What follows belongs to an exercise in optimizing a design on an open flow for small area, a short achievable clock period and few clock cycles per item; a production flow would make more cautious choices.
RTL that was checked went through simulation tests only; none was proved equivalent to the original.

==> inputs of run a <==
## aging_sighting_table
module aging_sighting_table #(
  parameter int unsigned TABLE_DEPTH = TABLE_DEPTH_DEF
) (
  input  wire logic                clk_i,
  input  wire logic                rst_ni,
  input  wire logic                in_valid_i,
  output logic                     in_ready_o,
  input  wire logic [ACT_W-1:0]    in_action_i,
  input  wire logic [ID_W-1:0]     in_entity_id_i,
  input  wire logic                in_entity_kind_i,
  output logic                     out_valid_o,
  input  wire logic                out_ready_i,
  output logic [STATUS_W-1:0]      out_status_o,
  output logic [ID_W-1:0]          out_id_o,
  output logic                     out_kind_o,
  output logic                     out_item_valid_o,
  output logic [EVICT_W-1:0]       out_evicted_count_o,
  output logic                     out_last_o,
  input  wire logic                cfg_valid_i,
  output logic                     cfg_ready_o,
  input  wire logic [AGE_W-1:0]    cfg_age_limit_i
);
Settings: LEC_CHECK=0, CAP_MARGIN=20, CORE_MARGIN=2, CORE_UTILIZATION=40, SLEW_MARGIN=20; clock period 8.0 ns.
run.sh (not shown) runs the stock make flow with config.mk's settings and CLKGATE_MAP_FILE= SYNTH_SCRIPT=/design/flow/synth_recipe.tcl, a recipe that flattens the netlist after the stock synthesis.
==> run b: changes against run a <==
--- a/flow/design.v
+++ b/flow/design.v
@@ -40,48 +40,71 @@
   input  wire logic             rst_ni,
   input  wire logic             fire_i,
   input  wire logic [ACT_W-1:0] action_i,
   input  wire logic [ID_W-1:0]  entity_id_i,
   input  wire logic             entity_kind_i,
-  input  wire logic [AGE_W-1:0] age_limit_i,
+  input  wire logic [AGE_W-1:0] age_limit_i,    
+  input  wire logic [AGE_W-1:0] age_limit_d_i,  
   output logic                  done_o,
   output ast_pkg::res_t         res_o
 );
-  localparam int unsigned D = TABLE_DEPTH;
+  localparam int unsigned D     = TABLE_DEPTH;
+  localparam int unsigned IDX_W = $clog2(D);
+  function automatic logic ge_f(input logic [AGE_W-1:0] a, input logic [AGE_W-1:0] b);
+    logic c;
+    c = 1'b1;
+    for (int k = 0; k < AGE_W; k++) begin
+      c = (a[k] & ~b[k]) | (a[k] & c) | (~b[k] & c);
+    end
+    ge_f = c;
+  endfunction
+  function automatic logic [D-1:0] first_f(input logic [D-1:0] m);
+    logic [D-1:0] below;
+    below[0] = 1'b0;
+    for (int k = 1; k < D; k++) begin
+      below[k] = below[k-1] | m[k-1];
+    end
+    first_f = m & ~below;
+  endfunction
   logic [D-1:0]     used_q;
-  logic [ID_W-1:0]  key_q  [D];
+  logic [ID_W-1:0]  key_q   [D];
   logic [D-1:0]     kind_q;
-  logic [AGE_W-1:0] age_q  [D];
+  logic [AGE_W-1:0] stamp_q [D];
+  logic [D-1:0]     keep_q;
+  logic [AGE_W-1:0] now_q, lo_q;
   logic             lbusy_q;
-  logic [D-1:0]     listed_q;
+  logic [IDX_W-1:0] lpos_q;
   logic is_ref, is_tick, is_list, is_clear;
   assign is_ref   = (action_i == ACT_REFRESH);
   assign is_tick  = (action_i == ACT_TICK);
   assign is_list  = (action_i == ACT_LIST);
   assign is_clear = (action_i == ACT_CLEAR);
-  logic [D-1:0] hit, kmatch, evict, lmatch, lfirst, ffree;
+  logic [D-1:0] hit, kmatch, evict, lmatch, lfirst, ffree, wr;
   logic         hit_any, full, lany, lmore;
   logic [ID_W-1:0] lkey;
   logic [EVICT_W-1:0] evict_cnt;
+  logic [IDX_W-1:0] lidx;
   always_comb begin
     for (int i = 0; i < D; i++) begin
       kmatch[i] = (kind_q[i] == entity_kind_i);
       hit[i]    = used_q[i] && kmatch[i] && (key_q[i] == entity_id_i);
-      evict[i]  = used_q[i] && (age_q[i] >= age_limit_i);
-      lmatch[i] = used_q[i] && kmatch[i] && !(lbusy_q && listed_q[i]);
+      evict[i]  = used_q[i] && !keep_q[i];
+      lmatch[i] = used_q[i] && kmatch[i] && (!lbusy_q || (IDX_W'(i) >= lpos_q));
     end
   end
   assign hit_any = |hit;
   assign full    = &used_q;
-  assign ffree   = ~used_q & (used_q + D'(1));    
-  assign lfirst  = lmatch & (~lmatch + D'(1));   
+  assign ffree   = first_f(~used_q);    
+  assign lfirst  = first_f(lmatch);     
   assign lany    = |lmatch;
   assign lmore   = |(lmatch & ~lfirst);
   always_comb begin
     lkey = '0;
+    lidx = '0;
     for (int i = 0; i < D; i++) begin
       lkey = lkey | (key_q[i] & {ID_W{lfirst[i]}});
+      lidx = lidx | (IDX_W'(i) & {IDX_W{lfirst[i]}});
     end
   end
   always_comb begin
     evict_cnt = '0;
     for (int i = 0; i < D; i++) begin
@@ -116,38 +139,67 @@
   logic [D-1:0] used_d;
   always_comb begin
     used_d = used_q;
     if (fire_i) begin
       if (is_ref && !hit_any) used_d = used_q | ffree;
-      if (is_tick)            used_d = used_q & ~evict;
+      if (is_tick)            used_d = used_q & keep_q;
       if (is_clear)           used_d = '0;
+    end
+  end
+  assign wr = (fire_i && is_ref) ? (hit | ffree) : '0;
+  logic             tick_fire;
+  logic [AGE_W-1:0] lo_n, hi_n;
+  logic             wrap_n, nz;
+  logic [D-1:0]     keep_d;
+  assign tick_fire = fire_i && is_tick;
+  assign lo_n      = tick_fire ? lo_q + AGE_W'(1) : lo_q;
+  assign hi_n      = tick_fire ? now_q + AGE_W'(1) : now_q;
+  assign wrap_n    = !ge_f(hi_n, lo_n);
+  assign nz        = (age_limit_i != '0);
+  always_comb begin
+    for (int i = 0; i < D; i++) begin
+      logic ge_lo, le_hi;
+      ge_lo = ge_f(stamp_q[i], lo_n);
+      le_hi = ge_f(hi_n, stamp_q[i]);
+      if (wr[i]) begin
+        keep_d[i] = nz;
+      end else begin
+        keep_d[i] = nz && (wrap_n ? (ge_lo || le_hi) : (ge_lo && le_hi));
+      end
     end
   end
   always_ff @(posedge clk_i or negedge rst_ni) begin
     if (!rst_ni) begin
       used_q  <= '0;
       lbusy_q <= 1'b0;
+      now_q   <= '0;
+      lo_q    <= AGE_W'(1) - AGE_LIMIT_RST;
     end else begin
       used_q <= used_d;
       if (fire_i && is_list) begin
         lbusy_q <= lmore;
       end
+      if (tick_fire) begin
+        now_q <= now_q + AGE_W'(1);
+      end
+      lo_q <= hi_n - age_limit_d_i + AGE_W'(1);
     end
   end
   always_ff @(posedge clk_i) begin
+    keep_q <= keep_d;
     if (fire_i && is_list) begin
-      listed_q <= (lbusy_q ? listed_q : '0) | lfirst;
+      lpos_q <= lidx + IDX_W'(1);
     end
   end
   for (genvar i = 0; i < D; i++) begin : g_slot
     always_ff @(posedge clk_i) begin
       if (fire_i && is_ref && ffree[i]) begin
         key_q[i]  <= entity_id_i;
         kind_q[i] <= entity_kind_i;
       end
-      if (fire_i && ((is_ref && (hit[i] || ffree[i])) || is_tick)) begin
-        age_q[i] <= is_tick ? age_q[i] + AGE_W'(1) : '0;
+      if (wr[i]) begin
+        stamp_q[i] <= now_q;
       end
     end
   end
 endmodule
 `default_nettype wire
@@ -174,17 +226,18 @@
   output logic                     out_last_o,
   input  wire logic                cfg_valid_i,
   output logic                     cfg_ready_o,
   input  wire logic [AGE_W-1:0]    cfg_age_limit_i
 );
-  logic [AGE_W-1:0] age_limit_q;
+  logic [AGE_W-1:0] age_limit_q, age_limit_d;
   assign cfg_ready_o = 1'b1;
+  assign age_limit_d = cfg_valid_i ? cfg_age_limit_i : age_limit_q;
   always_ff @(posedge clk_i or negedge rst_ni) begin
     if (!rst_ni) begin
       age_limit_q <= AGE_LIMIT_RST;
-    end else if (cfg_valid_i) begin
-      age_limit_q <= cfg_age_limit_i;
+    end else begin
+      age_limit_q <= age_limit_d;
     end
   end
   logic             main_v_q, skid_v_q;
   logic [ACT_W-1:0] main_act_q, skid_act_q;
   logic [ID_W-1:0]  main_id_q, skid_id_q;
@@ -231,10 +284,11 @@
     .fire_i       (fire),
     .action_i     (main_act_q),
     .entity_id_i  (main_id_q),
     .entity_kind_i(main_kind_q),
     .age_limit_i  (age_limit_q),
+    .age_limit_d_i(age_limit_d),
     .done_o       (done),
     .res_o        (res)
   );
   always_ff @(posedge clk_i or negedge rst_ni) begin
     if (!rst_ni) begin
- SETUP_SLACK_MARGIN: unset -> 4.5
==> flow_summary.ini <==
[outcome]
status = complete, no violations

[power_and_ir_drop]
power.switching_w = 0.00648
p_comb_share_pct = 37.3

[placement]
dp_cells = 6275
That was run b.
==> flow_summary.ini <==
[outcome]
status = complete, no violations

[layout]
layout_commonest_cell = edfxtp_1

[min_path]
min_to = skid_id_q[12]

[power_and_ir_drop]
power.switching_w = 0.00373

[routing]
via_per_inst = 5.83

[placement]
post-place-ws_ns = 0.467
That was run a.
Testbench counts of run a, summed over its fixed seeds: cycles 8,405, items 4,800.
No functional check of the RTL was part of run b.


==> inputs of trial 60 <==
Another version of the RTL of aging_sighting_table (not shown whole).
==> flow/design.v (excerpt) <==
module aging_sighting_table #(
  parameter int unsigned TABLE_DEPTH = TABLE_DEPTH_DEF
) (
  input  wire logic                clk_i,
  input  wire logic                rst_ni,
  input  wire logic                in_valid_i,
  output logic                     in_ready_o,
  input  wire logic [ACT_W-1:0]    in_action_i,
  input  wire logic [ID_W-1:0]     in_entity_id_i,
  input  wire logic                in_entity_kind_i,
  output logic                     out_valid_o,
  input  wire logic                out_ready_i,
  output logic [STATUS_W-1:0]      out_status_o,
  output logic [ID_W-1:0]          out_id_o,
  output logic                     out_kind_o,
  output logic                     out_item_valid_o,
  output logic [EVICT_W-1:0]       out_evicted_count_o,
  output logic                     out_last_o,
  input  wire logic                cfg_valid_i,
  output logic                     cfg_ready_o,
  input  wire logic [AGE_W-1:0]    cfg_age_limit_i
);
export LEC_CHECK = 0
export CAP_MARGIN = 20
export CORE_MARGIN = 2
export CORE_UTILIZATION = 55
export SETUP_SLACK_MARGIN = 5.0
export SLEW_MARGIN = 20
create_clock -name core_clock -period 8.0 [get_ports {clk_i}]
==> trial 55 (differences from trial 60) <==
--- a/flow/design.v
+++ b/flow/design.v
@@ -42,15 +42,16 @@
   input  wire logic             res_free_i,     
   input  wire logic [ACT_W-1:0] action_i,
   input  wire logic [ID_W-1:0]  entity_id_i,
   input  wire logic             entity_kind_i,
   input  wire logic [AGE_W-1:0] age_limit_i,    
   input  wire logic             cfg_write_i,    
-  input  wire logic [AGE_W-1:0] cfg_limit_i,    
   output logic                  take_o,         
   output logic                  push_o,         
+  input  wire logic [4:0]       rd_idx_i,       
+  output logic [ID_W-1:0]       rd_key_o,
   output ast_pkg::res_t         res_o
 );
   localparam int unsigned D     = TABLE_DEPTH;
   localparam int unsigned IDX_W = $clog2(D);
   function automatic logic ge_f(input logic [AGE_W-1:0] a, input logic [AGE_W-1:0] b);
     logic c;
@@ -73,53 +74,82 @@
   logic [D-1:0]     kind_q;
   logic [AGE_W-1:0] stamp_q [D];
   logic [D-1:0]     keep_q;
   logic [AGE_W-1:0] now_q, lo_q;
   logic             lbusy_q, lkind_q;
   logic [IDX_W-1:0] lpos_q;
-  logic is_ref, is_tick, is_list, is_clear, kind, fire, hold;
+  logic is_ref, is_tick, is_list, is_clear, kind, lkind, fire, hold;
   assign is_ref   = !lbusy_q && (action_i == ACT_REFRESH);
   assign is_tick  = !lbusy_q && (action_i == ACT_TICK);
   assign is_list  =  lbusy_q || (action_i == ACT_LIST);
   assign is_clear = !lbusy_q && (action_i == ACT_CLEAR);
-  assign kind     = lbusy_q ? lkind_q : entity_kind_i;
+  assign kind     = entity_kind_i;
+  assign lkind    = lbusy_q ? lkind_q : entity_kind_i;
   assign fire   = main_v_i && res_free_i && !lbusy_q && !hold;
   assign take_o = fire;
   assign push_o = fire || (lbusy_q && res_free_i);
-  logic [D-1:0] hit, kmatch, evict, lmatch, lfirst, ffree, wr;
+  logic [D-1:0] hit, kmatch, evict, ffree, wr;
   logic         hit_any, full, lany, lmore;
-  logic [ID_W-1:0] lkey;
   logic [IDX_W-1:0] lidx;
   always_comb begin
     for (int i = 0; i < D; i++) begin
       kmatch[i] = (kind_q[i] == kind);
       hit[i]    = used_q[i] && kmatch[i] && (key_q[i] == entity_id_i);
       evict[i]  = used_q[i] && !keep_q[i];
-      lmatch[i] = used_q[i] && kmatch[i] && (!lbusy_q || (IDX_W'(i) >= lpos_q));
     end
   end
   assign hit_any = |hit;
   assign full    = &used_q;
   assign ffree   = first_f(~used_q);    
-  assign lfirst  = first_f(lmatch);     
-  assign lany    = |lmatch;
-  assign lmore   = |(lmatch & ~lfirst);
+  logic [D-1:0]     lmatch [2];
+  logic [D-1:0]     lfirst [2];
+  logic [1:0]       lany_k, lmore_k;
+  logic [IDX_W-1:0] lidx_k [2];
   always_comb begin
-    lkey = '0;
-    lidx = '0;
+    for (int k = 0; k < 2; k++) begin
+      for (int i = 0; i < D; i++) begin
+        lmatch[k][i] = used_q[i] && (kind_q[i] == 1'(k)) && (!lbusy_q || (IDX_W'(i) > lpos_q));
+      end
+      lfirst[k]  = first_f(lmatch[k]);      
+      lany_k[k]  = |lmatch[k];
+      lmore_k[k] = |(lmatch[k] & ~lfirst[k]);
+      lidx_k[k]  = '0;
+      for (int i = 0; i < D; i++) begin
+        lidx_k[k] = lidx_k[k] | (IDX_W'(i) & {IDX_W{lfirst[k][i]}});
+      end
+    end
+  end
+  assign lany  = lany_k[lkind];
+  assign lmore = lmore_k[lkind];
+  assign lidx  = lidx_k[lkind];
+  always_comb begin
+    rd_key_o = '0;
     for (int i = 0; i < D; i++) begin
-      lkey = lkey | (key_q[i] & {ID_W{lfirst[i]}});
-      lidx = lidx | (IDX_W'(i) & {IDX_W{lfirst[i]}});
+      rd_key_o = rd_key_o | (key_q[i] & {ID_W{rd_idx_i == 5'(i)}});
     end
   end
-  localparam int unsigned GRP_N = D / 4;
-  logic [3*GRP_N-1:0] evict_grp;
+  function automatic logic [3:0] cnt8_f(input logic [7:0] r);
+    logic s1, c1, s2, c2, s3, c3, w1, c4, t1, d1, w2, d2;
+    s1 = r[0] ^ r[1] ^ r[2];
+    c1 = (r[0] & r[1]) | (r[0] & r[2]) | (r[1] & r[2]);
+    s2 = r[3] ^ r[4] ^ r[5];
+    c2 = (r[3] & r[4]) | (r[3] & r[5]) | (r[4] & r[5]);
+    s3 = r[6] ^ r[7];
+    c3 = r[6] & r[7];
+    w1 = s1 ^ s2 ^ s3;
+    c4 = (s1 & s2) | (s1 & s3) | (s2 & s3);
+    t1 = c1 ^ c2 ^ c3;
+    d1 = (c1 & c2) | (c1 & c3) | (c2 & c3);
+    w2 = t1 ^ c4;
+    d2 = t1 & c4;
+    cnt8_f = {d1 & d2, d1 ^ d2, w2, w1};
+  endfunction
+  logic [ID_W-1:0] evict_grp;
   always_comb begin
-    for (int g = 0; g < GRP_N; g++) begin
-      evict_grp[3*g +: 3] = 3'(evict[4*g]) + 3'(evict[4*g+1])
-                          + 3'(evict[4*g+2]) + 3'(evict[4*g+3]);
+    for (int g = 0; g < 4; g++) begin
+      evict_grp[4*g +: 4] = cnt8_f(evict[8*g +: 8]);
     end
   end
   always_comb begin
     res_o.status        = ST_DONE;
     res_o.out_id        = '0;
     res_o.out_kind      = 1'b0;
@@ -128,17 +158,17 @@
     res_o.last          = 1'b1;
     case (lbusy_q ? ACT_LIST : action_i)
       ACT_REFRESH: begin
         res_o.status = hit_any ? ST_REFRESHED : (full ? ST_DROPPED : ST_INSERTED);
       end
       ACT_TICK: begin
-        {res_o.out_kind, res_o.evicted_count, res_o.out_id} = evict_grp;
+        res_o.out_id = evict_grp;
       end
       ACT_LIST: begin
-        res_o.out_id     = lkey;
-        res_o.out_kind   = lany && kind;
+        res_o.out_id     = ID_W'(lidx);
+        res_o.out_kind   = lany && lkind;
         res_o.item_valid = lany;
         res_o.last       = !lmore;
       end
       default: begin
       end
     endcase
@@ -150,27 +180,27 @@
       if (is_ref && !hit_any) used_d = used_q | ffree;
       if (is_tick)            used_d = used_q & keep_q;
       if (is_clear)           used_d = '0;
     end
   end
   assign wr = (fire && is_ref) ? (hit | ffree) : '0;
-  logic             tick_fire, nz, sw_busy_q;
+  logic             tick_fire, nz, sw_busy_q, cfg_pend_q;
   logic             lstep;
   logic [AGE_W-1:0] max_q, sw_q, sw_left_q, match;
   logic [D-1:0]     keep_d;
   assign tick_fire = fire && is_tick;
   assign lstep     = push_o && is_list;
-  assign hold      = (action_i == ACT_TICK) && sw_busy_q;
+  assign hold      = (action_i == ACT_TICK) && (sw_busy_q || cfg_pend_q);
   assign nz        = (age_limit_i != '0);
   assign match     = sw_busy_q ? sw_q : lo_q;
   always_comb begin
     for (int i = 0; i < D; i++) begin
       if (wr[i]) begin
         keep_d[i] = nz;
-      end else if (cfg_write_i) begin
-        keep_d[i] = (cfg_limit_i != '0);
+      end else if (cfg_pend_q) begin
+        keep_d[i] = nz;
       end else if ((tick_fire || sw_busy_q) && (stamp_q[i] == match)) begin
         keep_d[i] = 1'b0;
       end else begin
         keep_d[i] = keep_q[i];
       end
     end
@@ -180,44 +210,46 @@
       used_q    <= '0;
       lbusy_q   <= 1'b0;
       now_q     <= '0;
       lo_q      <= AGE_W'(1) - AGE_LIMIT_RST;
       max_q     <= '0;
       sw_busy_q <= 1'b0;
+      cfg_pend_q <= 1'b0;
     end else begin
+      cfg_pend_q <= cfg_write_i;
       used_q <= used_d;
       if (lstep) begin
         lbusy_q <= lmore;
       end
       if (tick_fire) begin
         now_q <= now_q + AGE_W'(1);
         lo_q  <= lo_q + AGE_W'(1);
         max_q <= age_limit_i;
       end
-      if (cfg_write_i) begin
-        lo_q      <= now_q - cfg_limit_i + AGE_W'(1);
-        sw_busy_q <= (cfg_limit_i != '0) && ge_f(max_q, cfg_limit_i);
+      if (cfg_pend_q) begin
+        lo_q      <= now_q - age_limit_i + AGE_W'(1);
+        sw_busy_q <= nz && ge_f(max_q, age_limit_i);
       end else if (sw_busy_q && (sw_left_q == '0)) begin
         sw_busy_q <= 1'b0;
       end
     end
   end
   always_ff @(posedge clk_i) begin
-    if (cfg_write_i) begin
-      sw_q      <= now_q - cfg_limit_i;
-      sw_left_q <= max_q - cfg_limit_i;
+    if (cfg_pend_q) begin
+      sw_q      <= now_q - age_limit_i;
+      sw_left_q <= max_q - age_limit_i;
     end else begin
       sw_q      <= sw_q - AGE_W'(1);
       sw_left_q <= sw_left_q - AGE_W'(1);
     end
   end
   always_ff @(posedge clk_i) begin
     keep_q <= keep_d;
     if (lstep) begin
-      lpos_q  <= lidx + IDX_W'(1);
-      lkind_q <= kind;
+      lpos_q  <= lidx;
+      lkind_q <= lkind;
     end
   end
   for (genvar i = 0; i < D; i++) begin : g_slot
     always_ff @(posedge clk_i) begin
       if (fire && is_ref && ffree[i]) begin
         key_q[i]  <= entity_id_i;
@@ -268,12 +300,13 @@
   logic [ACT_W-1:0] main_act_q, skid_act_q;
   logic [ID_W-1:0]  main_id_q, skid_id_q;
   logic             main_kind_q, skid_kind_q;
   logic             in_fire, main_free, take, push;
   logic             res_v_q, out_valid_q, res_free, out_free;
   ast_pkg::res_t    res_q, out_q, res;
+  logic [ID_W-1:0]  rd_key;
   assign in_ready_o = !skid_v_q;
   assign in_fire    = in_valid_i && !skid_v_q;
   assign out_free   = !out_valid_q || out_ready_i;
   assign res_free   = !res_v_q || out_free;
   assign main_free  = !main_v_q || take;
   always_ff @(posedge clk_i or negedge rst_ni) begin
@@ -312,15 +345,16 @@
     .res_free_i   (res_free),
     .action_i     (main_act_q),
     .entity_id_i  (main_id_q),
     .entity_kind_i(main_kind_q),
     .age_limit_i  (age_limit_q),
     .cfg_write_i  (cfg_valid_i),
-    .cfg_limit_i  (cfg_age_limit_i),
     .take_o       (take),
     .push_o       (push),
+    .rd_idx_i     (res_q.out_id[4:0]),
+    .rd_key_o     (rd_key),
     .res_o        (res)
   );
   always_ff @(posedge clk_i or negedge rst_ni) begin
     if (!rst_ni) begin
       res_v_q     <= 1'b0;
       out_valid_q <= 1'b0;
@@ -333,21 +367,26 @@
       end
     end
   end
   ast_pkg::res_t res_fin;
   always_comb begin
     res_fin = res_q;
-    if (!res_q.item_valid) begin
-      logic [23:0] grp;
-      grp = {res_q.out_kind, res_q.evicted_count, res_q.out_id};
+    if (res_q.item_valid) begin
+      res_fin.out_id = rd_key;
+    end else begin
+      logic [EVICT_W-1:0] g0, g1, g2, g3, s1, c1, s2, c2;
+      g0 = EVICT_W'(res_q.out_id[3:0]);
+      g1 = EVICT_W'(res_q.out_id[7:4]);
+      g2 = EVICT_W'(res_q.out_id[11:8]);
+      g3 = EVICT_W'(res_q.out_id[15:12]);
+      s1 = g0 ^ g1 ^ g2;
+      c1 = ((g0 & g1) | (g0 & g2) | (g1 & g2)) << 1;
+      s2 = s1 ^ c1 ^ g3;
+      c2 = ((s1 & c1) | (s1 & g3) | (c1 & g3)) << 1;
       res_fin.out_id        = '0;
-      res_fin.out_kind      = 1'b0;
-      res_fin.evicted_count = '0;
-      for (int g = 0; g < 8; g++) begin
-        res_fin.evicted_count = res_fin.evicted_count + EVICT_W'(grp[3*g +: 3]);
-      end
+      res_fin.evicted_count = s2 + c2;
     end
   end
   always_ff @(posedge clk_i) begin
     if (res_free) begin
       res_q <= res;
     end
- CORE_UTILIZATION: 55 -> 40
- CTS_CLUSTER_DIAMETER: not set -> 70
- CTS_CLUSTER_SIZE: not set -> 22
==> trial 57 (differences from trial 60) <==
--- a/flow/design.v
+++ b/flow/design.v
@@ -39,18 +39,21 @@
   input  wire logic             clk_i,
   input  wire logic             rst_ni,
   input  wire logic             main_v_i,       
   input  wire logic             res_free_i,     
   input  wire logic [ACT_W-1:0] action_i,
   input  wire logic [ID_W-1:0]  entity_id_i,
-  input  wire logic             entity_kind_i,
+  input  wire logic             entity_kind_i,  
   input  wire logic [AGE_W-1:0] age_limit_i,    
   input  wire logic             cfg_write_i,    
   input  wire logic [AGE_W-1:0] cfg_limit_i,    
   output logic                  take_o,         
   output logic                  push_o,         
+  output logic                  lbusy_d_o,      
+  input  wire logic [4:0]       rd_idx_i,       
+  output logic [ID_W-1:0]       rd_key_o,
   output ast_pkg::res_t         res_o
 );
   localparam int unsigned D     = TABLE_DEPTH;
   localparam int unsigned IDX_W = $clog2(D);
   function automatic logic ge_f(input logic [AGE_W-1:0] a, input logic [AGE_W-1:0] b);
     logic c;
@@ -71,55 +74,72 @@
   logic [D-1:0]     used_q;
   logic [ID_W-1:0]  key_q   [D];
   logic [D-1:0]     kind_q;
   logic [AGE_W-1:0] stamp_q [D];
   logic [D-1:0]     keep_q;
   logic [AGE_W-1:0] now_q, lo_q;
-  logic             lbusy_q, lkind_q;
+  logic             lbusy_q;
   logic [IDX_W-1:0] lpos_q;
   logic is_ref, is_tick, is_list, is_clear, kind, fire, hold;
   assign is_ref   = !lbusy_q && (action_i == ACT_REFRESH);
   assign is_tick  = !lbusy_q && (action_i == ACT_TICK);
   assign is_list  =  lbusy_q || (action_i == ACT_LIST);
   assign is_clear = !lbusy_q && (action_i == ACT_CLEAR);
-  assign kind     = lbusy_q ? lkind_q : entity_kind_i;
+  assign kind     = entity_kind_i;
   assign fire   = main_v_i && res_free_i && !lbusy_q && !hold;
   assign take_o = fire;
   assign push_o = fire || (lbusy_q && res_free_i);
   logic [D-1:0] hit, kmatch, evict, lmatch, lfirst, ffree, wr;
   logic         hit_any, full, lany, lmore;
-  logic [ID_W-1:0] lkey;
   logic [IDX_W-1:0] lidx;
   always_comb begin
     for (int i = 0; i < D; i++) begin
       kmatch[i] = (kind_q[i] == kind);
       hit[i]    = used_q[i] && kmatch[i] && (key_q[i] == entity_id_i);
       evict[i]  = used_q[i] && !keep_q[i];
-      lmatch[i] = used_q[i] && kmatch[i] && (!lbusy_q || (IDX_W'(i) >= lpos_q));
+      lmatch[i] = used_q[i] && kmatch[i] && (!lbusy_q || (IDX_W'(i) > lpos_q));
     end
   end
   assign hit_any = |hit;
   assign full    = &used_q;
   assign ffree   = first_f(~used_q);    
   assign lfirst  = first_f(lmatch);     
   assign lany    = |lmatch;
   assign lmore   = |(lmatch & ~lfirst);
   always_comb begin
-    lkey = '0;
     lidx = '0;
     for (int i = 0; i < D; i++) begin
-      lkey = lkey | (key_q[i] & {ID_W{lfirst[i]}});
       lidx = lidx | (IDX_W'(i) & {IDX_W{lfirst[i]}});
     end
   end
-  localparam int unsigned GRP_N = D / 4;
-  logic [3*GRP_N-1:0] evict_grp;
   always_comb begin
-    for (int g = 0; g < GRP_N; g++) begin
-      evict_grp[3*g +: 3] = 3'(evict[4*g]) + 3'(evict[4*g+1])
-                          + 3'(evict[4*g+2]) + 3'(evict[4*g+3]);
+    rd_key_o = '0;
+    for (int i = 0; i < D; i++) begin
+      rd_key_o = rd_key_o | (key_q[i] & {ID_W{rd_idx_i == 5'(i)}});
+    end
+  end
+  function automatic logic [3:0] cnt8_f(input logic [7:0] r);
+    logic s1, c1, s2, c2, s3, c3, w1, c4, t1, d1, w2, d2;
+    s1 = r[0] ^ r[1] ^ r[2];
+    c1 = (r[0] & r[1]) | (r[0] & r[2]) | (r[1] & r[2]);
+    s2 = r[3] ^ r[4] ^ r[5];
+    c2 = (r[3] & r[4]) | (r[3] & r[5]) | (r[4] & r[5]);
+    s3 = r[6] ^ r[7];
+    c3 = r[6] & r[7];
+    w1 = s1 ^ s2 ^ s3;
+    c4 = (s1 & s2) | (s1 & s3) | (s2 & s3);
+    t1 = c1 ^ c2 ^ c3;
+    d1 = (c1 & c2) | (c1 & c3) | (c2 & c3);
+    w2 = t1 ^ c4;
+    d2 = t1 & c4;
+    cnt8_f = {d1 & d2, d1 ^ d2, w2, w1};
+  endfunction
+  logic [ID_W-1:0] evict_grp;
+  always_comb begin
+    for (int g = 0; g < 4; g++) begin
+      evict_grp[4*g +: 4] = cnt8_f(evict[8*g +: 8]);
     end
   end
   always_comb begin
     res_o.status        = ST_DONE;
     res_o.out_id        = '0;
     res_o.out_kind      = 1'b0;
@@ -128,16 +148,16 @@
     res_o.last          = 1'b1;
     case (lbusy_q ? ACT_LIST : action_i)
       ACT_REFRESH: begin
         res_o.status = hit_any ? ST_REFRESHED : (full ? ST_DROPPED : ST_INSERTED);
       end
       ACT_TICK: begin
-        {res_o.out_kind, res_o.evicted_count, res_o.out_id} = evict_grp;
+        res_o.out_id = evict_grp;
       end
       ACT_LIST: begin
-        res_o.out_id     = lkey;
+        res_o.out_id     = ID_W'(lidx);
         res_o.out_kind   = lany && kind;
         res_o.item_valid = lany;
         res_o.last       = !lmore;
       end
       default: begin
       end
@@ -156,12 +176,13 @@
   logic             tick_fire, nz, sw_busy_q;
   logic             lstep;
   logic [AGE_W-1:0] max_q, sw_q, sw_left_q, match;
   logic [D-1:0]     keep_d;
   assign tick_fire = fire && is_tick;
   assign lstep     = push_o && is_list;
+  assign lbusy_d_o = lstep ? lmore : lbusy_q;
   assign hold      = (action_i == ACT_TICK) && sw_busy_q;
   assign nz        = (age_limit_i != '0);
   assign match     = sw_busy_q ? sw_q : lo_q;
   always_comb begin
     for (int i = 0; i < D; i++) begin
       if (wr[i]) begin
@@ -182,15 +203,13 @@
       now_q     <= '0;
       lo_q      <= AGE_W'(1) - AGE_LIMIT_RST;
       max_q     <= '0;
       sw_busy_q <= 1'b0;
     end else begin
       used_q <= used_d;
-      if (lstep) begin
-        lbusy_q <= lmore;
-      end
+      lbusy_q <= lbusy_d_o;
       if (tick_fire) begin
         now_q <= now_q + AGE_W'(1);
         lo_q  <= lo_q + AGE_W'(1);
         max_q <= age_limit_i;
       end
       if (cfg_write_i) begin
@@ -210,14 +229,13 @@
       sw_left_q <= sw_left_q - AGE_W'(1);
     end
   end
   always_ff @(posedge clk_i) begin
     keep_q <= keep_d;
     if (lstep) begin
-      lpos_q  <= lidx + IDX_W'(1);
-      lkind_q <= kind;
+      lpos_q <= lidx;
     end
   end
   for (genvar i = 0; i < D; i++) begin : g_slot
     always_ff @(posedge clk_i) begin
       if (fire && is_ref && ffree[i]) begin
         key_q[i]  <= entity_id_i;
@@ -265,15 +283,17 @@
     end
   end
   logic             main_v_q, skid_v_q;
   logic [ACT_W-1:0] main_act_q, skid_act_q;
   logic [ID_W-1:0]  main_id_q, skid_id_q;
   logic             main_kind_q, skid_kind_q;
-  logic             in_fire, main_free, take, push;
+  logic             in_fire, main_free, take, push, lbusy_d;
+  logic             main_kind_d, item_kind_q;
   logic             res_v_q, out_valid_q, res_free, out_free;
   ast_pkg::res_t    res_q, out_q, res;
+  logic [ID_W-1:0]  rd_key;
   assign in_ready_o = !skid_v_q;
   assign in_fire    = in_valid_i && !skid_v_q;
   assign out_free   = !out_valid_q || out_ready_i;
   assign res_free   = !res_v_q || out_free;
   assign main_free  = !main_v_q || take;
   always_ff @(posedge clk_i or negedge rst_ni) begin
@@ -288,18 +308,20 @@
         skid_v_q <= !main_free;
       end else begin
         skid_v_q <= in_fire && !main_free;
       end
     end
   end
+  assign main_kind_d = !main_free ? main_kind_q : (skid_v_q ? skid_kind_q : in_entity_kind_i);
   always_ff @(posedge clk_i) begin
     if (main_free) begin
       main_act_q  <= skid_v_q ? skid_act_q  : in_action_i;
       main_id_q   <= skid_v_q ? skid_id_q   : in_entity_id_i;
       main_kind_q <= skid_v_q ? skid_kind_q : in_entity_kind_i;
     end
+    item_kind_q <= lbusy_d ? item_kind_q : main_kind_d;
     if (!skid_v_q) begin
       skid_act_q  <= in_action_i;
       skid_id_q   <= in_entity_id_i;
       skid_kind_q <= in_entity_kind_i;
     end
   end
@@ -309,18 +331,21 @@
     .clk_i        (clk_i),
     .rst_ni       (rst_ni),
     .main_v_i     (main_v_q),
     .res_free_i   (res_free),
     .action_i     (main_act_q),
     .entity_id_i  (main_id_q),
-    .entity_kind_i(main_kind_q),
+    .entity_kind_i(item_kind_q),
     .age_limit_i  (age_limit_q),
     .cfg_write_i  (cfg_valid_i),
     .cfg_limit_i  (cfg_age_limit_i),
     .take_o       (take),
     .push_o       (push),
+    .lbusy_d_o    (lbusy_d),
+    .rd_idx_i     (res_q.out_id[4:0]),
+    .rd_key_o     (rd_key),
     .res_o        (res)
   );
   always_ff @(posedge clk_i or negedge rst_ni) begin
     if (!rst_ni) begin
       res_v_q     <= 1'b0;
       out_valid_q <= 1'b0;
@@ -333,21 +358,26 @@
       end
     end
   end
   ast_pkg::res_t res_fin;
   always_comb begin
     res_fin = res_q;
-    if (!res_q.item_valid) begin
-      logic [23:0] grp;
-      grp = {res_q.out_kind, res_q.evicted_count, res_q.out_id};
+    if (res_q.item_valid) begin
+      res_fin.out_id = rd_key;
+    end else begin
+      logic [EVICT_W-1:0] g0, g1, g2, g3, s1, c1, s2, c2;
+      g0 = EVICT_W'(res_q.out_id[3:0]);
+      g1 = EVICT_W'(res_q.out_id[7:4]);
+      g2 = EVICT_W'(res_q.out_id[11:8]);
+      g3 = EVICT_W'(res_q.out_id[15:12]);
+      s1 = g0 ^ g1 ^ g2;
+      c1 = ((g0 & g1) | (g0 & g2) | (g1 & g2)) << 1;
+      s2 = s1 ^ c1 ^ g3;
+      c2 = ((s1 & c1) | (s1 & g3) | (c1 & g3)) << 1;
       res_fin.out_id        = '0;
-      res_fin.out_kind      = 1'b0;
-      res_fin.evicted_count = '0;
-      for (int g = 0; g < 8; g++) begin
-        res_fin.evicted_count = res_fin.evicted_count + EVICT_W'(grp[3*g +: 3]);
-      end
+      res_fin.evicted_count = s2 + c2;
     end
   end
   always_ff @(posedge clk_i) begin
     if (res_free) begin
       res_q <= res;
     end
- CTS_CLUSTER_DIAMETER: not set -> 70
- CTS_CLUSTER_SIZE: not set -> 22
==> trial 63 (differences from trial 60) <==
- CTS_BUF_LIST: not set -> sky130_fd_sc_hd__clkbuf_4 sky130_fd_sc_hd__clkbuf_8
- SETUP_SLACK_MARGIN: 5.0 -> 4.5
==> qor summary <==
                                                                                   trial 55                 trial 63                 trial 60                      trial 57
Share of the yosys chip area belonging to registers                                   59.8%                    59.4%                    59.4%                         61.1%
Termination of the worst setup path                                 out_q[11]$_SDFFCE_PN0P_  res_q[17]$_SDFFCE_PN0N_  res_q[17]$_SDFFCE_PN0N_         item_kind_q$_DFFE_PN_
Root buffer cell                                                                  clkbuf_16                 clkbuf_8                clkbuf_16                     clkbuf_16
Max-slew headroom                                                                     34.9%                    19.8%                    21.3%                         22.7%
Crit Reg-Reg Startpoint                                                 res_q[12]$_DFFE_PN_    main_kind_q$_DFFE_PN_    main_kind_q$_DFFE_PN_  u_engine.lpos_q[4]$_DFFE_PP_
RePlAce Congestion                                                                     1.12                     1.07                     1.05                          1.12
Final WS setup                                                                      4.80 ns                  3.95 ns                  3.98 ns                       4.55 ns
Number of optimization iterations in the first detailed-route pass                        8                        9                        8                             8
Simple-Gate Fraction of Synth Area                                                    10.2%                    11.1%                    11.1%                         9.06%
Clock buffers created by TritonCTS                                                       76                      171                      107                            59
Relative area of clock buffers and inverters in the final design                      4.27%                    5.37%                    5.82%                         3.16%
Run status                                                          complete, no violations  complete, no violations  complete, no violations       complete, no violations
Cell with the biggest individual delay on the critical path                        a221oi_1                   nor4_4                   nor4_4                      edfxtp_1
Cell count of the worst reg-to-reg path                                                   7                       13                       18                            10
GRT met3 Usage                                                                        11.1%                    8.48%                    8.14%                         16.3%
Area fraction in compound gates after synthesis                                       9.83%                    7.88%                    7.88%                         8.43%
Critical path launch point                                              res_q[12]$_DFFE_PN_    main_kind_q$_DFFE_PN_    main_kind_q$_DFFE_PN_  u_engine.lpos_q[4]$_DFFE_PP_
R2r setup slk                                                                       4.80 ns                  3.95 ns                  3.98 ns                       4.55 ns
Testbench counts of trial 55, summed over its fixed seeds: cycles 8,413, items 4,800.
Testbench counts of trial 57, summed over its fixed seeds: cycles 8,413, items 4,800.
Function not checked in trial 60 and trial 63: the RTL went through the layout flow alone.

-- re-timing with driven ports --
No port has a modelled driver above. Below, the same layouts with a new extraction and two added sets of constraints.
Step 1 assumes that a clkbuf_16 drives the clock port and a buf_2 every other input.
Step 2, shift: input delay + t, output delay - t, t = (earliest + latest rising clock arrival at the registers) / 2. This alone moves slack from input paths to output paths.
Three values: ideal, step 1, step 2; two values: the first two.
run	t (ns)	setup WS [ns]	hold slack, ns	latest minus earliest clock arrival (ns)	cell pins on the clock port's net
run a	0.797	0.474 / 0.474 / 0.474	0.471 / 0.471 / 0.471	0.075 / 0.075	1
run b	0.798	2.689 / 2.689 / 2.689	0.471 / 0.471 / 0.471	0.051 / 0.051	1
trial 60	0.783	3.980 / 3.980 / 3.980	0.422 / 0.422 / 0.422	0.024 / 0.024	1
trial 55	0.767	4.802 / 4.802 / 4.211	0.460 / 0.460 / 0.460	0.066 / 0.066	1
trial 57	0.771	4.546 / 4.546 / 4.127	0.479 / 0.479 / 0.479	0.048 / 0.048	1
trial 63	0.939	3.954 / 3.954 / 3.604	0.419 / 0.419 / 0.419	0.032 / 0.032	1
After both steps setup and hold are still met in every run listed. The setup slack of trial 55, which loses most, moves by 0.000 ns with the drivers and by -0.591 ns with both steps.
